This design comes from an exercise in tuning for small area, a short achievable clock period and few clock cycles per item on the open sky130 flow, not from production work. Function was checked by simulation only, so behaviour that the tests miss may differ from the original.

==> run.sh <==
#!/bin/bash
# synth_recipe.tcl (not shown) runs the flow's synth.tcl, then flattens the netlist and writes it again
# the make line also repeats each setting of config.mk as NAME=value (left out here)
make -C /OpenROAD-flow-scripts/flow DESIGN_CONFIG=/design/flow/config.mk WORK_HOME=/design/flow/orfs CLKGATE_MAP_FILE= SYNTH_SCRIPT=/design/flow/synth_recipe.tcl finish
==> config.mk <==
export PLATFORM = sky130hd
export DESIGN_NAME = sq8_dequant_vector_distance_top
export DESIGN_NICKNAME = sq8_dequant_vector_distance_top
export VERILOG_FILES = /design/flow/design.v
export SDC_FILE = /design/flow/constraint.sdc
export NUM_CORES = 8
export LEC_CHECK = 0
export CAP_MARGIN = 20
export CORE_MARGIN = 2
export CORE_UTILIZATION = 40
export SLEW_MARGIN = 20
==> constraint.sdc <==
create_clock -name core_clock -period 13.0 [get_ports {clk}]
set_input_delay 2.6000 -clock core_clock [delete_from_list [all_inputs] [get_ports {clk}]]
set_output_delay 2.6000 -clock core_clock [all_outputs]
set_load 0.01 [all_outputs]
==> design.v <==
`timescale 1ns / 1ps
package sq8dvd_pkg;
	localparam int MUL_W  = 34;
	localparam int PROD_W = 2 * MUL_W;
	localparam int ACC_W  = 64;
	localparam int NUM_W  = 96;
	localparam int ROOT_W = 32;
	localparam int IN_W      = 104;
	localparam int OFS_QUERY = 0;
	localparam int OFS_CODE  = 32;
	localparam int OFS_MIN   = 40;
	localparam int OFS_STEP  = 72;
	localparam int CODE_W    = 8;
	localparam logic signed [ACC_W-1:0] ACC_MAX = {1'b0, {(ACC_W-1){1'b1}}};
	localparam logic signed [ACC_W-1:0] ACC_MIN = {1'b1, {(ACC_W-1){1'b0}}};
	localparam logic [2:0] MET_COSINE = 3'd0;
	localparam logic [2:0] MET_DOT    = 3'd1;
	localparam logic [2:0] MET_EUCLID = 3'd2;
	localparam logic [2:0] MET_MANHAT = 3'd3;
	localparam logic [2:0] MET_SQEUCL = 3'd4;
	localparam logic [1:0] STAT_OK       = 2'd0;
	localparam logic [1:0] STAT_ZERONORM = 2'd1;
	localparam logic [1:0] STAT_BADMET   = 2'd2;
	localparam logic [1:0] STAT_SAT      = 2'd3;
	localparam logic CFG_METRIC = 1'b0;
	localparam logic CFG_NORM   = 1'b1;
	typedef enum logic [3:0] {
		ST_IDLE,
		ST_SCALE,
		ST_DEQ,
		ST_CROSS,
		ST_QSQ,
		ST_YSQ,
		ST_DSQ,
		ST_DIFF,
		ST_FIN,
		ST_SQRT_A,
		ST_SQRT_B,
		ST_DEN_MUL,
		ST_DEN,
		ST_DIV,
		ST_OUT
	} state_t;
	typedef struct packed {
		logic                    sat;
		logic signed [ACC_W-1:0] val;
	} sres_t;
	typedef struct packed {
		logic busy;
		logic done;
	} unit_stat_t;
endpackage
`timescale 1ns / 1ps
module sq8dvd_mul (
	input  logic                                   clk,
	input  logic                                   en,
	input  logic signed [sq8dvd_pkg::MUL_W-1:0]    a,
	input  logic signed [sq8dvd_pkg::MUL_W-1:0]    b,
	output logic signed [sq8dvd_pkg::PROD_W-1:0]   p
);
	logic signed [sq8dvd_pkg::PROD_W-1:0] p_q;
	always_ff @(posedge clk) begin
		if (en) begin
			p_q <= sq8dvd_pkg::PROD_W'(a) * sq8dvd_pkg::PROD_W'(b);
		end
	end
	assign p = p_q;
endmodule
`timescale 1ns / 1ps
module sq8dvd_isqrt (
	input  logic                               clk,
	input  logic                               arst_n,
	input  logic                               start,
	input  logic [sq8dvd_pkg::ACC_W-1:0]       x,
	output sq8dvd_pkg::unit_stat_t             stat,
	output logic [sq8dvd_pkg::ROOT_W-1:0]      root
);
	logic [sq8dvd_pkg::ACC_W-1:0] x_q;
	logic [sq8dvd_pkg::ACC_W-1:0] res_q;
	logic [sq8dvd_pkg::ACC_W-1:0] bit_q;
	logic             busy_q;
	logic             done_q;
	logic [sq8dvd_pkg::ACC_W-1:0] trial;
	logic             ge;
	assign trial = res_q + bit_q;
	assign ge    = (x_q >= trial);
	always_ff @(posedge clk or negedge arst_n) begin
		if (!arst_n) begin
			busy_q <= 1'b0;
			done_q <= 1'b0;
		end else begin
			done_q <= 1'b0;
			if (start) begin
				busy_q <= 1'b1;
			end else if (busy_q && bit_q == sq8dvd_pkg::ACC_W'(1)) begin
				busy_q <= 1'b0;
				done_q <= 1'b1;
			end
		end
	end
	always_ff @(posedge clk) begin
		if (start) begin
			x_q   <= x;
			res_q <= '0;
			bit_q <= sq8dvd_pkg::ACC_W'(1) << (sq8dvd_pkg::ACC_W - 2);
		end else if (busy_q) begin
			if (ge) begin
				x_q   <= x_q - trial;
				res_q <= (res_q >> 1) + bit_q;
			end else begin
				res_q <= res_q >> 1;
			end
			bit_q <= bit_q >> 2;
		end
	end
	assign stat.busy = busy_q;
	assign stat.done = done_q;
	assign root      = res_q[sq8dvd_pkg::ROOT_W-1:0];
endmodule
`timescale 1ns / 1ps
module sq8dvd_div (
	input  logic                              clk,
	input  logic                              arst_n,
	input  logic                              start,
	input  logic [sq8dvd_pkg::NUM_W-1:0]      num,
	input  logic [sq8dvd_pkg::ACC_W-1:0]      den,
	output sq8dvd_pkg::unit_stat_t            stat,
	output logic [sq8dvd_pkg::NUM_W-1:0]      quot
);
	localparam int CNT_W = $clog2(sq8dvd_pkg::NUM_W);
	logic [sq8dvd_pkg::NUM_W-1:0] num_q;
	logic [sq8dvd_pkg::ACC_W-1:0] rem_q;
	logic [sq8dvd_pkg::ACC_W-1:0] den_q;
	logic [CNT_W-1:0] cnt_q;
	logic             busy_q;
	logic             done_q;
	logic [sq8dvd_pkg::ACC_W:0]   trial;
	logic [sq8dvd_pkg::ACC_W:0]   diff;
	logic             ge;
	assign trial = {rem_q, num_q[sq8dvd_pkg::NUM_W-1]};
	assign diff  = trial - {1'b0, den_q};
	assign ge    = (trial >= {1'b0, den_q});
	always_ff @(posedge clk or negedge arst_n) begin
		if (!arst_n) begin
			busy_q <= 1'b0;
			done_q <= 1'b0;
			cnt_q  <= '0;
		end else begin
			done_q <= 1'b0;
			if (start) begin
				busy_q <= 1'b1;
				cnt_q  <= '0;
			end else if (busy_q) begin
				cnt_q <= cnt_q + CNT_W'(1);
				if (cnt_q == CNT_W'(sq8dvd_pkg::NUM_W - 1)) begin
					busy_q <= 1'b0;
					done_q <= 1'b1;
				end
			end
		end
	end
	always_ff @(posedge clk) begin
		if (start) begin
			num_q <= num;
			rem_q <= '0;
			den_q <= den;
		end else if (busy_q) begin
			rem_q <= ge ? diff[sq8dvd_pkg::ACC_W-1:0] : trial[sq8dvd_pkg::ACC_W-1:0];
			num_q <= {num_q[sq8dvd_pkg::NUM_W-2:0], ge};
		end
	end
	assign stat.busy = busy_q;
	assign stat.done = done_q;
	assign quot      = num_q;
endmodule
`timescale 1ns / 1ps
module sq8_dequant_vector_distance_top #(
	parameter int VALUE_WIDTH   = 32,
	parameter int FRACTION_BITS = 16
) (
	input  logic         clk,
	input  logic         arst_n,
	input  logic         s_axis_tvalid,
	output logic         s_axis_tready,
	input  logic [103:0] s_axis_tdata,
	input  logic         s_axis_tlast,    
	output logic         m_axis_tvalid,
	input  logic         m_axis_tready,
	output logic [63:0]  m_axis_tdata,    
	output logic [1:0]   m_axis_tuser,    
	input  logic         cfg_valid,
	output logic         cfg_ready,
	input  logic         cfg_index,
	input  logic [2:0]   cfg_data
);
	localparam int SH_Q1 = 32 - FRACTION_BITS;
	localparam int SH_Q2 = 32 - 2 * FRACTION_BITS;
	localparam logic signed [sq8dvd_pkg::PROD_W-1:0] VMAX =
		sq8dvd_pkg::PROD_W'((64'sd1 <<< (VALUE_WIDTH - 1)) - 64'sd1);
	localparam logic signed [sq8dvd_pkg::PROD_W-1:0] VMIN = -VMAX - sq8dvd_pkg::PROD_W'(1);
	localparam logic signed [sq8dvd_pkg::ACC_W-1:0] ONE_Q32 = sq8dvd_pkg::ACC_W'(1) << 32;
	function automatic logic [sq8dvd_pkg::ACC_W:0] sat_add(input logic signed [sq8dvd_pkg::ACC_W-1:0] a,
			input logic signed [sq8dvd_pkg::ACC_W-1:0] b);
		logic signed [sq8dvd_pkg::ACC_W:0] s;
		logic r_sat;
		logic signed [sq8dvd_pkg::ACC_W-1:0] r_val;
		s = (sq8dvd_pkg::ACC_W+1)'(a) + (sq8dvd_pkg::ACC_W+1)'(b);
		r_sat = (s[sq8dvd_pkg::ACC_W] != s[sq8dvd_pkg::ACC_W-1]);
		if (r_sat) begin
			r_val = s[sq8dvd_pkg::ACC_W] ? sq8dvd_pkg::ACC_MIN : sq8dvd_pkg::ACC_MAX;
		end else begin
			r_val = s[sq8dvd_pkg::ACC_W-1:0];
		end
		sat_add = {r_sat, r_val};
	endfunction
	function automatic logic [sq8dvd_pkg::ACC_W:0] scale_q(input logic signed [sq8dvd_pkg::ACC_W-1:0] v, input int sh);
		logic signed [sq8dvd_pkg::ACC_W-1:0] hi;
		logic r_sat;
		logic signed [sq8dvd_pkg::ACC_W-1:0] r_val;
		r_sat = 1'b0;
		hi    = sq8dvd_pkg::ACC_MAX >>> ((sh < 0) ? 0 : sh);
		if (sh < 0) begin
			r_val = v >>> (-sh);
		end else if (v > hi) begin
			r_sat = 1'b1;
			r_val = sq8dvd_pkg::ACC_MAX;
		end else if (v < -hi - sq8dvd_pkg::ACC_W'(1)) begin
			r_sat = 1'b1;
			r_val = sq8dvd_pkg::ACC_MIN;
		end else begin
			r_val = v <<< sh;
		end
		scale_q = {r_sat, r_val};
	endfunction
	sq8dvd_pkg::state_t state_q, state_d;
	logic [2:0] metric_q;
	logic       norm_q;
	logic signed [sq8dvd_pkg::MUL_W-1:0] q_q, min_q, step_q, y_q;
	logic [sq8dvd_pkg::CODE_W-1:0]       code_q;
	logic                    last_q;
	logic signed [sq8dvd_pkg::ACC_W-1:0] cross_q, qe_q, ye_q, diff_q;
	logic                    sat_q;
	logic [sq8dvd_pkg::ROOT_W-1:0]       nq_q;
	logic signed [sq8dvd_pkg::ACC_W-1:0] res_dist_q;
	logic [1:0]              res_status_q;
	logic signed [sq8dvd_pkg::ACC_W-1:0] out_dist_q;
	logic [1:0]              out_status_q;
	logic                    out_valid_q;
	logic                     mul_en;
	logic signed [sq8dvd_pkg::MUL_W-1:0]  mul_a, mul_b;
	logic signed [sq8dvd_pkg::PROD_W-1:0] prod;
	logic                     sq_start;
	logic [sq8dvd_pkg::ACC_W-1:0]         sq_x;
	logic [1:0]               sq_stat;    
	logic [sq8dvd_pkg::ROOT_W-1:0]        sq_root;
	logic                     div_start;
	logic [sq8dvd_pkg::NUM_W-1:0]         div_num;
	logic [sq8dvd_pkg::ACC_W-1:0]         div_den;
	logic [1:0]               div_stat;    
	logic [sq8dvd_pkg::NUM_W-1:0]         div_quot;
	logic                    accept;
	logic                    out_free;
	logic signed [sq8dvd_pkg::MUL_W-1:0] d_w;
	logic signed [sq8dvd_pkg::ACC_W-1:0] add_a, add_b;
	logic                    add_r_sat;
	logic signed [sq8dvd_pkg::ACC_W-1:0] add_r_val;
	logic signed [sq8dvd_pkg::PROD_W-1:0] ysum;
	logic signed [sq8dvd_pkg::ACC_W-1:0] prod64;
	logic [sq8dvd_pkg::ACC_W-1:0]        mag;
	logic                    neg;
	logic                    use_ye;
	logic                    diff_sq, diff_abs;
	logic                    fin_r_sat;
	logic signed [sq8dvd_pkg::ACC_W-1:0] fin_r_val;
	logic                    fin_direct;
	logic                    zero_norm;
	logic                    cos_full;
	logic signed [sq8dvd_pkg::ACC_W-1:0] cos_sim;
	logic signed [sq8dvd_pkg::ACC_W-1:0] dot_q0;
	assign accept    = s_axis_tvalid && s_axis_tready;
	assign out_free  = !out_valid_q || m_axis_tready;
	assign d_w       = q_q - y_q;
	assign prod64    = prod[sq8dvd_pkg::ACC_W-1:0];
	assign {add_r_sat, add_r_val} = sat_add(add_a, add_b);
	assign ysum      = sq8dvd_pkg::PROD_W'(min_q) + (prod >>> 1);
	assign neg       = cross_q[sq8dvd_pkg::ACC_W-1];
	assign mag       = neg ? sq8dvd_pkg::ACC_W'(-cross_q) : sq8dvd_pkg::ACC_W'(cross_q);
	assign use_ye    = (metric_q == sq8dvd_pkg::MET_COSINE) || (metric_q == sq8dvd_pkg::MET_DOT && norm_q);
	assign diff_sq   = (metric_q == sq8dvd_pkg::MET_EUCLID) || (metric_q == sq8dvd_pkg::MET_SQEUCL);
	assign diff_abs  = (metric_q == sq8dvd_pkg::MET_MANHAT);
	assign zero_norm = (sq_root == '0) || (metric_q == sq8dvd_pkg::MET_COSINE && nq_q == '0);
	assign cos_full  = (mag >= sq8dvd_pkg::ACC_W'(prod[sq8dvd_pkg::ACC_W-1:0]));
	assign cos_sim   = sq8dvd_pkg::ACC_W'(div_quot[32:0]);
	assign dot_q0    = div_quot[sq8dvd_pkg::ACC_W-1:0];
	sq8dvd_mul u_mul (
		.clk (clk),
		.en  (mul_en),
		.a   (mul_a),
		.b   (mul_b),
		.p   (prod)
	);
	sq8dvd_isqrt u_isqrt (
		.clk    (clk),
		.arst_n (arst_n),
		.start  (sq_start),
		.x      (sq_x),
		.stat   (sq_stat),
		.root   (sq_root)
	);
	sq8dvd_div u_div (
		.clk    (clk),
		.arst_n (arst_n),
		.start  (div_start),
		.num    (div_num),
		.den    (div_den),
		.stat   (div_stat),
		.quot   (div_quot)
	);
	always_comb begin
		state_d = state_q;
		unique case (state_q)
			sq8dvd_pkg::ST_IDLE:    if (accept) state_d = sq8dvd_pkg::ST_SCALE;
			sq8dvd_pkg::ST_SCALE:   state_d = sq8dvd_pkg::ST_DEQ;
			sq8dvd_pkg::ST_DEQ:     state_d = sq8dvd_pkg::ST_CROSS;
			sq8dvd_pkg::ST_CROSS:   state_d = sq8dvd_pkg::ST_QSQ;
			sq8dvd_pkg::ST_QSQ:     state_d = sq8dvd_pkg::ST_YSQ;
			sq8dvd_pkg::ST_YSQ:     state_d = sq8dvd_pkg::ST_DSQ;
			sq8dvd_pkg::ST_DSQ:     state_d = sq8dvd_pkg::ST_DIFF;
			sq8dvd_pkg::ST_DIFF:    state_d = last_q ? sq8dvd_pkg::ST_FIN : sq8dvd_pkg::ST_IDLE;
			sq8dvd_pkg::ST_FIN: begin
				if (metric_q == sq8dvd_pkg::MET_COSINE || metric_q == sq8dvd_pkg::MET_EUCLID) begin
					state_d = sq8dvd_pkg::ST_SQRT_A;
				end else if (metric_q == sq8dvd_pkg::MET_DOT && norm_q) begin
					state_d = sq8dvd_pkg::ST_SQRT_B;
				end else begin
					state_d = sq8dvd_pkg::ST_OUT;
				end
			end
			sq8dvd_pkg::ST_SQRT_A: begin
				if (sq_stat[0]) begin
					state_d = (metric_q == sq8dvd_pkg::MET_COSINE) ? sq8dvd_pkg::ST_SQRT_B : sq8dvd_pkg::ST_OUT;
				end
			end
			sq8dvd_pkg::ST_SQRT_B: begin
				if (sq_stat[0]) begin
					if (zero_norm) state_d = sq8dvd_pkg::ST_OUT;
					else if (metric_q == sq8dvd_pkg::MET_COSINE) state_d = sq8dvd_pkg::ST_DEN_MUL;
					else state_d = sq8dvd_pkg::ST_DIV;
				end
			end
			sq8dvd_pkg::ST_DEN_MUL: state_d = sq8dvd_pkg::ST_DEN;
			sq8dvd_pkg::ST_DEN:     state_d = cos_full ? sq8dvd_pkg::ST_OUT : sq8dvd_pkg::ST_DIV;
			sq8dvd_pkg::ST_DIV:     if (div_stat[0]) state_d = sq8dvd_pkg::ST_OUT;
			sq8dvd_pkg::ST_OUT:     if (out_free) state_d = sq8dvd_pkg::ST_IDLE;
			default:    state_d = sq8dvd_pkg::ST_IDLE;
		endcase
	end
	always_comb begin
		mul_en    = 1'b0;
		mul_a     = q_q;
		mul_b     = q_q;
		add_a     = cross_q;
		add_b     = prod64;
		sq_start  = 1'b0;
		sq_x      = '0;
		div_start = 1'b0;
		div_num   = {mag, 32'b0};
		div_den   = prod[sq8dvd_pkg::ACC_W-1:0];
		unique case (state_q)
			sq8dvd_pkg::ST_SCALE: begin
				mul_en = 1'b1;
				mul_a  = step_q;
				mul_b  = sq8dvd_pkg::MUL_W'({code_q, 1'b1});
			end
			sq8dvd_pkg::ST_CROSS: begin
				mul_en = 1'b1;
				mul_b  = y_q;
			end
			sq8dvd_pkg::ST_QSQ: begin
				mul_en = 1'b1;
			end
			sq8dvd_pkg::ST_YSQ: begin
				mul_en = 1'b1;
				mul_a  = y_q;
				mul_b  = y_q;
				add_a  = qe_q;
			end
			sq8dvd_pkg::ST_DSQ: begin
				mul_en = 1'b1;
				mul_a  = d_w;
				mul_b  = d_w;
				add_a  = ye_q;
			end
			sq8dvd_pkg::ST_DIFF: begin
				add_a = diff_q;
				if (diff_abs) begin
					add_b = sq8dvd_pkg::ACC_W'((d_w < 0) ? -d_w : d_w);
				end else if (prod > sq8dvd_pkg::PROD_W'(sq8dvd_pkg::ACC_MAX)) begin
					add_b = sq8dvd_pkg::ACC_MAX;
				end else begin
					add_b = prod64;
				end
			end
			sq8dvd_pkg::ST_FIN: begin
				sq_start = (metric_q == sq8dvd_pkg::MET_COSINE) || (metric_q == sq8dvd_pkg::MET_EUCLID) ||
					(metric_q == sq8dvd_pkg::MET_DOT && norm_q);
				if (metric_q == sq8dvd_pkg::MET_COSINE) sq_x = qe_q[sq8dvd_pkg::ACC_W-1] ? '0 : sq8dvd_pkg::ACC_W'(qe_q);
				else if (metric_q == sq8dvd_pkg::MET_EUCLID) sq_x = diff_q[sq8dvd_pkg::ACC_W-1] ? '0 : sq8dvd_pkg::ACC_W'(diff_q);
				else sq_x = ye_q[sq8dvd_pkg::ACC_W-1] ? '0 : sq8dvd_pkg::ACC_W'(ye_q);
			end
			sq8dvd_pkg::ST_SQRT_A: begin
				sq_start = sq_stat[0] && (metric_q == sq8dvd_pkg::MET_COSINE);
				sq_x     = ye_q[sq8dvd_pkg::ACC_W-1] ? '0 : sq8dvd_pkg::ACC_W'(ye_q);
			end
			sq8dvd_pkg::ST_SQRT_B: begin
				div_start = sq_stat[0] && !zero_norm && (metric_q == sq8dvd_pkg::MET_DOT);
				div_num   = sq8dvd_pkg::NUM_W'(mag) << SH_Q1;
				div_den   = sq8dvd_pkg::ACC_W'(sq_root);
			end
			sq8dvd_pkg::ST_DEN_MUL: begin
				mul_en = 1'b1;
				mul_a  = sq8dvd_pkg::MUL_W'(nq_q);
				mul_b  = sq8dvd_pkg::MUL_W'(sq_root);
			end
			sq8dvd_pkg::ST_DEN: begin
				div_start = !cos_full;
			end
			default: begin
			end
		endcase
	end
	always_comb begin
		fin_direct = 1'b1;
		fin_r_sat  = 1'b0;
		fin_r_val  = '0;
		if (metric_q == sq8dvd_pkg::MET_DOT && !norm_q) begin
			{fin_r_sat, fin_r_val} = scale_q(cross_q, SH_Q2);
		end else if (metric_q == sq8dvd_pkg::MET_MANHAT) begin
			{fin_r_sat, fin_r_val} = scale_q(diff_q, SH_Q1);
		end else if (metric_q == sq8dvd_pkg::MET_SQEUCL) begin
			{fin_r_sat, fin_r_val} = scale_q(diff_q, SH_Q2);
		end else if (metric_q == sq8dvd_pkg::MET_EUCLID) begin
			fin_direct = 1'b0;
			{fin_r_sat, fin_r_val} = scale_q(sq8dvd_pkg::ACC_W'(sq_root), SH_Q1);
		end else begin
			fin_direct = 1'b0;
		end
	end
	assign cfg_ready = 1'b1;
	always_ff @(posedge clk or negedge arst_n) begin
		if (!arst_n) begin
			state_q      <= sq8dvd_pkg::ST_IDLE;
			metric_q     <= sq8dvd_pkg::MET_COSINE;
			norm_q       <= 1'b0;
			cross_q      <= '0;
			qe_q         <= '0;
			ye_q         <= '0;
			diff_q       <= '0;
			sat_q        <= 1'b0;
			out_valid_q  <= 1'b0;
		end else begin
			state_q <= state_d;
			if (cfg_valid) begin
				unique case (cfg_index)
					sq8dvd_pkg::CFG_METRIC: metric_q <= cfg_data;
					sq8dvd_pkg::CFG_NORM:   norm_q   <= cfg_data[0];
					default:    ;
				endcase
			end
			if (m_axis_tready && !(state_q == sq8dvd_pkg::ST_OUT && out_free)) out_valid_q <= 1'b0;
			unique case (state_q)
				sq8dvd_pkg::ST_DEQ: begin
					if (step_q != '0 && (ysum > VMAX || ysum < VMIN)) sat_q <= 1'b1;
				end
				sq8dvd_pkg::ST_QSQ: begin
					cross_q <= add_r_val;
					if (add_r_sat && (metric_q == sq8dvd_pkg::MET_COSINE || metric_q == sq8dvd_pkg::MET_DOT))
						sat_q <= 1'b1;
				end
				sq8dvd_pkg::ST_YSQ: begin
					qe_q <= add_r_val;
					if (add_r_sat && metric_q == sq8dvd_pkg::MET_COSINE) sat_q <= 1'b1;
				end
				sq8dvd_pkg::ST_DSQ: begin
					ye_q <= add_r_val;
					if (add_r_sat && use_ye) sat_q <= 1'b1;
				end
				sq8dvd_pkg::ST_DIFF: begin
					if (diff_sq || diff_abs) begin
						diff_q <= add_r_val;
						if (add_r_sat || (diff_sq && prod > sq8dvd_pkg::PROD_W'(sq8dvd_pkg::ACC_MAX))) sat_q <= 1'b1;
					end
				end
				sq8dvd_pkg::ST_OUT: begin
					if (out_free) begin
						out_valid_q <= 1'b1;
						cross_q     <= '0;
						qe_q        <= '0;
						ye_q        <= '0;
						diff_q      <= '0;
						sat_q       <= 1'b0;
					end
				end
				default: begin
				end
			endcase
		end
	end
	always_ff @(posedge clk) begin
		if (accept) begin
			q_q    <= sq8dvd_pkg::MUL_W'($signed(s_axis_tdata[sq8dvd_pkg::OFS_QUERY +: VALUE_WIDTH]));
			code_q <= s_axis_tdata[sq8dvd_pkg::OFS_CODE +: sq8dvd_pkg::CODE_W];
			min_q  <= sq8dvd_pkg::MUL_W'($signed(s_axis_tdata[sq8dvd_pkg::OFS_MIN +: VALUE_WIDTH]));
			step_q <= sq8dvd_pkg::MUL_W'($signed(s_axis_tdata[sq8dvd_pkg::OFS_STEP +: VALUE_WIDTH]));
			last_q <= s_axis_tlast;
		end
		if (state_q == sq8dvd_pkg::ST_DEQ) begin
			if (step_q == '0) y_q <= min_q;
			else if (ysum > VMAX) y_q <= VMAX[sq8dvd_pkg::MUL_W-1:0];
			else if (ysum < VMIN) y_q <= VMIN[sq8dvd_pkg::MUL_W-1:0];
			else y_q <= ysum[sq8dvd_pkg::MUL_W-1:0];
		end
		if (state_q == sq8dvd_pkg::ST_SQRT_A && sq_stat[0]) nq_q <= sq_root;
		if (state_q == sq8dvd_pkg::ST_FIN) begin
			if (fin_direct) begin
				res_dist_q   <= fin_r_val;
				res_status_q <= (sat_q || fin_r_sat) ? sq8dvd_pkg::STAT_SAT : sq8dvd_pkg::STAT_OK;
			end else begin
				res_dist_q   <= '0;
				res_status_q <= sq8dvd_pkg::STAT_BADMET;
			end
		end
		if (state_q == sq8dvd_pkg::ST_SQRT_A && sq_stat[0] && metric_q == sq8dvd_pkg::MET_EUCLID) begin
			res_dist_q   <= fin_r_val;
			res_status_q <= (sat_q || fin_r_sat) ? sq8dvd_pkg::STAT_SAT : sq8dvd_pkg::STAT_OK;
		end
		if (state_q == sq8dvd_pkg::ST_SQRT_B && sq_stat[0] && zero_norm) begin
			res_dist_q   <= '0;
			res_status_q <= sq8dvd_pkg::STAT_ZERONORM;
		end
		if (state_q == sq8dvd_pkg::ST_DEN && cos_full) begin
			res_dist_q   <= neg ? (ONE_Q32 + ONE_Q32) : '0;
			res_status_q <= sat_q ? sq8dvd_pkg::STAT_SAT : sq8dvd_pkg::STAT_OK;
		end
		if (state_q == sq8dvd_pkg::ST_DIV && div_stat[0]) begin
			if (metric_q == sq8dvd_pkg::MET_COSINE) begin
				res_dist_q   <= neg ? (ONE_Q32 + cos_sim) : (ONE_Q32 - cos_sim);
				res_status_q <= sat_q ? sq8dvd_pkg::STAT_SAT : sq8dvd_pkg::STAT_OK;
			end else if (div_quot[sq8dvd_pkg::NUM_W-1:sq8dvd_pkg::ACC_W-1] != '0) begin
				res_dist_q   <= neg ? sq8dvd_pkg::ACC_MIN : sq8dvd_pkg::ACC_MAX;
				res_status_q <= sq8dvd_pkg::STAT_SAT;
			end else begin
				res_dist_q   <= neg ? -dot_q0 : dot_q0;
				res_status_q <= sat_q ? sq8dvd_pkg::STAT_SAT : sq8dvd_pkg::STAT_OK;
			end
		end
		if (state_q == sq8dvd_pkg::ST_OUT && out_free) begin
			out_dist_q   <= res_dist_q;
			out_status_q <= res_status_q;
		end
	end
	assign s_axis_tready = (state_q == sq8dvd_pkg::ST_IDLE);
	assign m_axis_tvalid = out_valid_q;
	assign m_axis_tdata  = out_dist_q;
	assign m_axis_tuser  = out_status_q;
endmodule
==> impl_metrics.xml <==
<?xml version="1.0" encoding="UTF-8"?>
<metrics>
  <group name="worst_setup_path">
    <metric name="critPathMaxStageDelay" unit="ns">0.74</metric>
    <metric name="worstRegToRegCells" unit="">43</metric>
    <metric name="crit_path_max_fanout" unit="">7</metric>
    <metric name="worstReg2RegEnd" unit="">u_mul.p_q[62]$_DFFE_PP_</metric>
    <metric name="crit_slowest_cell" unit="">sky130_fd_sc_hd__a2111oi_0</metric>
    <metric name="endpoint_kind" unit="">flop</metric>
    <metric name="worst-endpoint-arrival" unit="ns">13.07</metric>
    <metric name="critical_path.most_common_cell" unit="">sky130_fd_sc_hd__fa_1</metric>
    <metric name="ff_to_ff_setup_slack" unit="ns">0.49</metric>
    <metric name="required" unit="ns">13.56</metric>
    <metric name="source_of_the_worst_register_to_register_timing_path" unit="">q_q[0]$_DFFE_PP_</metric>
    <metric name="timing_worst_setup_path_type" unit="">flop to flop</metric>
    <metric name="crit_path_start_kind" unit="">flop</metric>
  </group>
  <group name="cts">
    <metric name="clkLatencyLatePin" unit="ns">0.82</metric>
    <metric name="cts_buffer_depth" unit="">3</metric>
    <metric name="tritoncts" unit="">yes</metric>
    <metric name="cts-buffers-inserted" unit="">120</metric>
    <metric name="path_clk_slew" unit="ns">0.07</metric>
    <metric name="cts.hold.buffers_added" unit="">0</metric>
    <metric name="root_driver" unit="">sky130_fd_sc_hd__clkbuf_16</metric>
    <metric name="clock_sink_count" unit="">1032</metric>
    <metric name="htree_num_levels" unit="">3</metric>
  </group>
  <group name="yosys">
    <metric name="synth_edf_count" unit="">595</metric>
    <metric name="async_flop_share" unit="%">26.84</metric>
    <metric name="yosys_warnings" unit="">4</metric>
    <metric name="yosys_register_bits" unit="">1032</metric>
    <metric name="yosysTopAreaCellShare" unit="%">21.68</metric>
    <metric name="yosys-mux-area-fraction" unit="%">2.000</metric>
    <metric name="synthSimpleGateAreaFrac" unit="%">15.44</metric>
    <metric name="synth_top_family_by_area" unit="">adder cells</metric>
    <metric name="synth.most_common_cell" unit="">sky130_fd_sc_hd__nand2_1</metric>
    <metric name="synth-compound-area-share" unit="%">17.56</metric>
    <metric name="post_synth.cell_area_avg" unit="um^2">8.604</metric>
    <metric name="flip_flop_cell_with_the_highest_count_after_synthesis" unit="">sky130_fd_sc_hd__edfxtp_1</metric>
    <metric name="mappedNetlistNets" unit="">15360</metric>
    <metric name="synth_xor_xnor_area_share" unit="%">4.462</metric>
    <metric name="mappedNetlistArea" unit="mm^2">0.1150</metric>
    <metric name="synth-adder-area-share" unit="%">28.54</metric>
    <metric name="yosysUniqueCellTypes" unit="">102</metric>
    <metric name="synthCells" unit="">13370</metric>
    <metric name="post_synth_main_area_contributors" unit="">sky130_fd_sc_hd__fa_1 22%, sky130_fd_sc_hd__edfxtp_1 16%, sky130_fd_sc_hd__ha_1 6.9%, sky130_fd_sc_hd__dfrtp_1 6.0%, sky130_fd_sc_hd__nand2_1 5.6%</metric>
    <metric name="yosysTopAreaCell" unit="">sky130_fd_sc_hd__fa_1</metric>
    <metric name="synth_top_cells_by_count" unit="">1708 x sky130_fd_sc_hd__nand2_1, 1518 x sky130_fd_sc_hd__inv_1, 1334 x sky130_fd_sc_hd__nor2_1, 1246 x sky130_fd_sc_hd__fa_1, 970 x sky130_fd_sc_hd__a21oi_1</metric>
    <metric name="synth-seq-area-share" unit="%">24.34</metric>
  </group>
  <group name="floorplanning">
    <metric name="fp.dieW" unit="um">540.3</metric>
    <metric name="die_h" unit="um">540.3</metric>
    <metric name="floorplan.io_pins" unit="">183</metric>
    <metric name="core_area" unit="mm^2">0.2857</metric>
    <metric name="placementRows" unit="">196</metric>
    <metric name="starting_density" unit="%">40.26</metric>
    <metric name="die-area" unit="mm^2">0.2919</metric>
  </group>
  <group name="cells_and_area">
    <metric name="synthToLayoutAreaGrowth" unit="%">9.879</metric>
    <metric name="design.final.nets" unit="">15240</metric>
    <metric name="largest_register" unit="">u_div.num_q</metric>
    <metric name="largestRegisters" unit="">u_div.num_q: 96 flops, u_mul.p_q: 68 flops</metric>
    <metric name="post-route-cell-area" unit="mm^2">0.1264</metric>
    <metric name="final_layout_size_suffix_gt1_share" unit="%">6.477</metric>
    <metric name="largest_register_ffs" unit="">96</metric>
  </group>
  <group name="drt">
    <metric name="detail_route.wirelength" unit="um">481600</metric>
    <metric name="drt_first_iter_violations" unit="">12530</metric>
    <metric name="drt.antenna.violating_nets" unit="">0</metric>
    <metric name="final_routed_drc_violation_total" unit="">0</metric>
    <metric name="routed-via-count" unit="">102200</metric>
    <metric name="wire_per_inst" unit="um">28.10</metric>
    <metric name="firstDrtPassIters" unit="">8</metric>
    <metric name="post_drt_via_cell_ratio" unit="">5.962</metric>
  </group>
  <group name="timing">
    <metric name="final_min_period_over_clock_period" unit="%">96.27</metric>
    <metric name="timing.final.max_slew_violations" unit="">0</metric>
    <metric name="timing_worst_slew_pin_value" unit="ns">1.345</metric>
    <metric name="finalHoldViolations" unit="">0</metric>
    <metric name="final_hold_slack" unit="ns">0.4048</metric>
    <metric name="finalWorstSetupSlack" unit="ns">0.4854</metric>
    <metric name="max_clock_freq" unit="MHz">79.91</metric>
    <metric name="fin_crit_period" unit="ns">12.51</metric>
    <metric name="finalSetupViolCount" unit="">0</metric>
    <metric name="timing.max_slew.rel_slack" unit="%">10.02</metric>
    <metric name="fin_worst_skew" unit="ns">0.06791</metric>
  </group>
  <group name="grt">
    <metric name="grt_antenna_before_repair" unit="">38</metric>
    <metric name="grt_first_pass_wirelength" unit="um">692600</metric>
    <metric name="grt_pass1_vias" unit="">98040</metric>
    <metric name="groute.usage.overall" unit="%">32.40</metric>
    <metric name="grt_start_max_net_pins" unit="">138</metric>
    <metric name="global_route.overflow_total" unit="">0</metric>
  </group>
  <group name="status">
    <metric name="run_status" unit="">timing/DRC/antenna clean</metric>
  </group>
  <group name="min_path">
    <metric name="hold-path-cell-count" unit="">0</metric>
    <metric name="hold_path.startpoint" unit="">res_dist_q[60]$_DFFE_PP_</metric>
    <metric name="worst_hold_path.endpoint" unit="">out_dist_q[60]$_DFFE_PP_</metric>
    <metric name="hold_path.class" unit="">flop to flop</metric>
  </group>
  <group name="placed_design">
    <metric name="detailed_place.area" unit="mm^2">0.1221</metric>
    <metric name="place_ws" unit="ns">0.3459</metric>
    <metric name="io_buffers" unit="">181</metric>
    <metric name="detailed_place_hpwl" unit="um">375900</metric>
    <metric name="replace_congestion" unit="">1.033</metric>
  </group>
  <group name="run">
    <metric name="cap_viol_max_count" unit="">0</metric>
  </group>
</metrics>
critical path: cells and delay by family (launching register included):
kind                       cells  cell delay (ns)
adders and majority gates     11             5.07
AOI/OAI and AO/OA             12             3.37
buffers and inverters         10             1.03
and+or+nand+nor                8             1.89
DFF                            1             0.47
xor gates and xnor gates       2             0.47
worst max-delay path by stage:
stage	startpoint	end	cells past startpoint
2_1_floorplan	q_q[12]$_DFFE_PP_	u_mul.p_q[67]$_DFFE_PP_	43
3_3_place_gp	q_q[1]$_DFFE_PP_	u_mul.p_q[67]$_DFFE_PP_	44
3_5_place_dp	q_q[0]$_DFFE_PP_	u_mul.p_q[67]$_DFFE_PP_	46
4_1_cts	q_q[0]$_DFFE_PP_	u_mul.p_q[67]$_DFFE_PP_	46
5_1_grt	q_q[0]$_DFFE_PP_	u_mul.p_q[67]$_DFFE_PP_	48
6_report	q_q[0]$_DFFE_PP_	u_mul.p_q[62]$_DFFE_PP_	43
layer usage:
layer / GRT usage, % / vias to the layer above / routed length, um
met2: 49.23 / 5375 / 208700
met3: 7.103 / 1261 / 45930
li1: - / 45100 / -
met4: 22.76 / 36 / 40840
met5: 0 / - / 231
met1: 40.93 / 50400 / 185900
logic make-up after synthesis:
| group | after synthesis |
|---|---|
| flip-flops | 1032 |
| adder cells (fa/ha/maj) | 1876 |
| AO/OA/AOI/OAI | 3254 |
| AND/OR/NAND/NOR | 4069 |
| buffers and inverters | 2331 |
| other | 1 |
| multiplexers | 221 |
| XOR/XNOR | 586 |
through the flow:
stage / std cells / setup TNS [ns] / utilization (%)
after global routing: 17120 / -0.02482 / 44.23
after floorplan: 13370 / 0 / -
after detailed placement: 16890 / 0 / 42.74
after CTS: 17120 / 0 / 44.18
final: 17140 / 0 / 44.24
after global placement: 16890 / 0 / 42.72
layout by cell type, fill, tap and decap left out, types with 66 or more instances in the layout:
cell type,instances
sky130_fd_sc_hd__a211oi_1,171
sky130_fd_sc_hd__a21o_1,262
sky130_fd_sc_hd__a21oi_1,965
sky130_fd_sc_hd__a221oi_1,74
sky130_fd_sc_hd__a31oi_1,126
sky130_fd_sc_hd__and2_1,70
sky130_fd_sc_hd__and3_1,67
sky130_fd_sc_hd__buf_4,372
sky130_fd_sc_hd__clkbuf_16,122
sky130_fd_sc_hd__clkdlybuf4s50_1,180
sky130_fd_sc_hd__dfrtp_1,272
sky130_fd_sc_hd__dfxtp_1,160
sky130_fd_sc_hd__edfxtp_1,595
sky130_fd_sc_hd__fa_1,1246
sky130_fd_sc_hd__ha_1,630
sky130_fd_sc_hd__inv_1,1514
sky130_fd_sc_hd__mux2_2,71
sky130_fd_sc_hd__mux2i_1,149
sky130_fd_sc_hd__nand2_1,1705
sky130_fd_sc_hd__nand2b_1,108
sky130_fd_sc_hd__nand3_1,125
sky130_fd_sc_hd__nand4_1,114
sky130_fd_sc_hd__nor2_1,1308
sky130_fd_sc_hd__nor2b_1,68
sky130_fd_sc_hd__nor3_1,150
sky130_fd_sc_hd__nor4_1,103
sky130_fd_sc_hd__o21a_1,72
sky130_fd_sc_hd__o21ai_0,820
sky130_fd_sc_hd__o21ai_1,66
sky130_fd_sc_hd__o21bai_1,81
sky130_fd_sc_hd__o22ai_1,86
sky130_fd_sc_hd__xnor2_1,356
sky130_fd_sc_hd__xor2_1,224
cell type report:
cell class / count / area (um^2)
clock inverters: 73 / 860.8
inverters: 1520 / 5719
repair buffers: 568 / 4887
flip-flops and latches: 1032 / 28020
multi-input cells: 10010 / 78910
fillers: 28240 / 159300
diodes: 20 / 50.05
clock buffers: 155 / 3247
well taps: 3762 / 4707
repair_timing:
action	in CTS	in global routing
setup endpoints to repair	0	5
gates resized for setup	0	23
buffers inserted	0	0
Testbench counts, summed over its fixed seeds: cycles 85,000, vectors 384.

## afterwards: timing with drivers on the ports
The flow's constraints put no driver on any port. The routed layout listed below was extracted and timed again, unchanged, in two steps.
Step 1, drivers: a clkbuf_16 drives clk and a buf_2 each remaining input, both assumed.
Step 2 also shifts input and output timing later by t, the mid clock arrival at the registers, as if the neighbouring blocks saw the same clock.
Three values: no drivers, after step 1, after step 2; two values: the first two.
t (ns): 0.880
slack for setup (ns): 0.485 / 0.485 / 0.485
clock arrival spread, ns: 0.070 / 0.070
After both steps this run still meets setup and hold. The setup slack of this run moves by 0.000 ns with the drivers and by 0.000 ns with both steps.
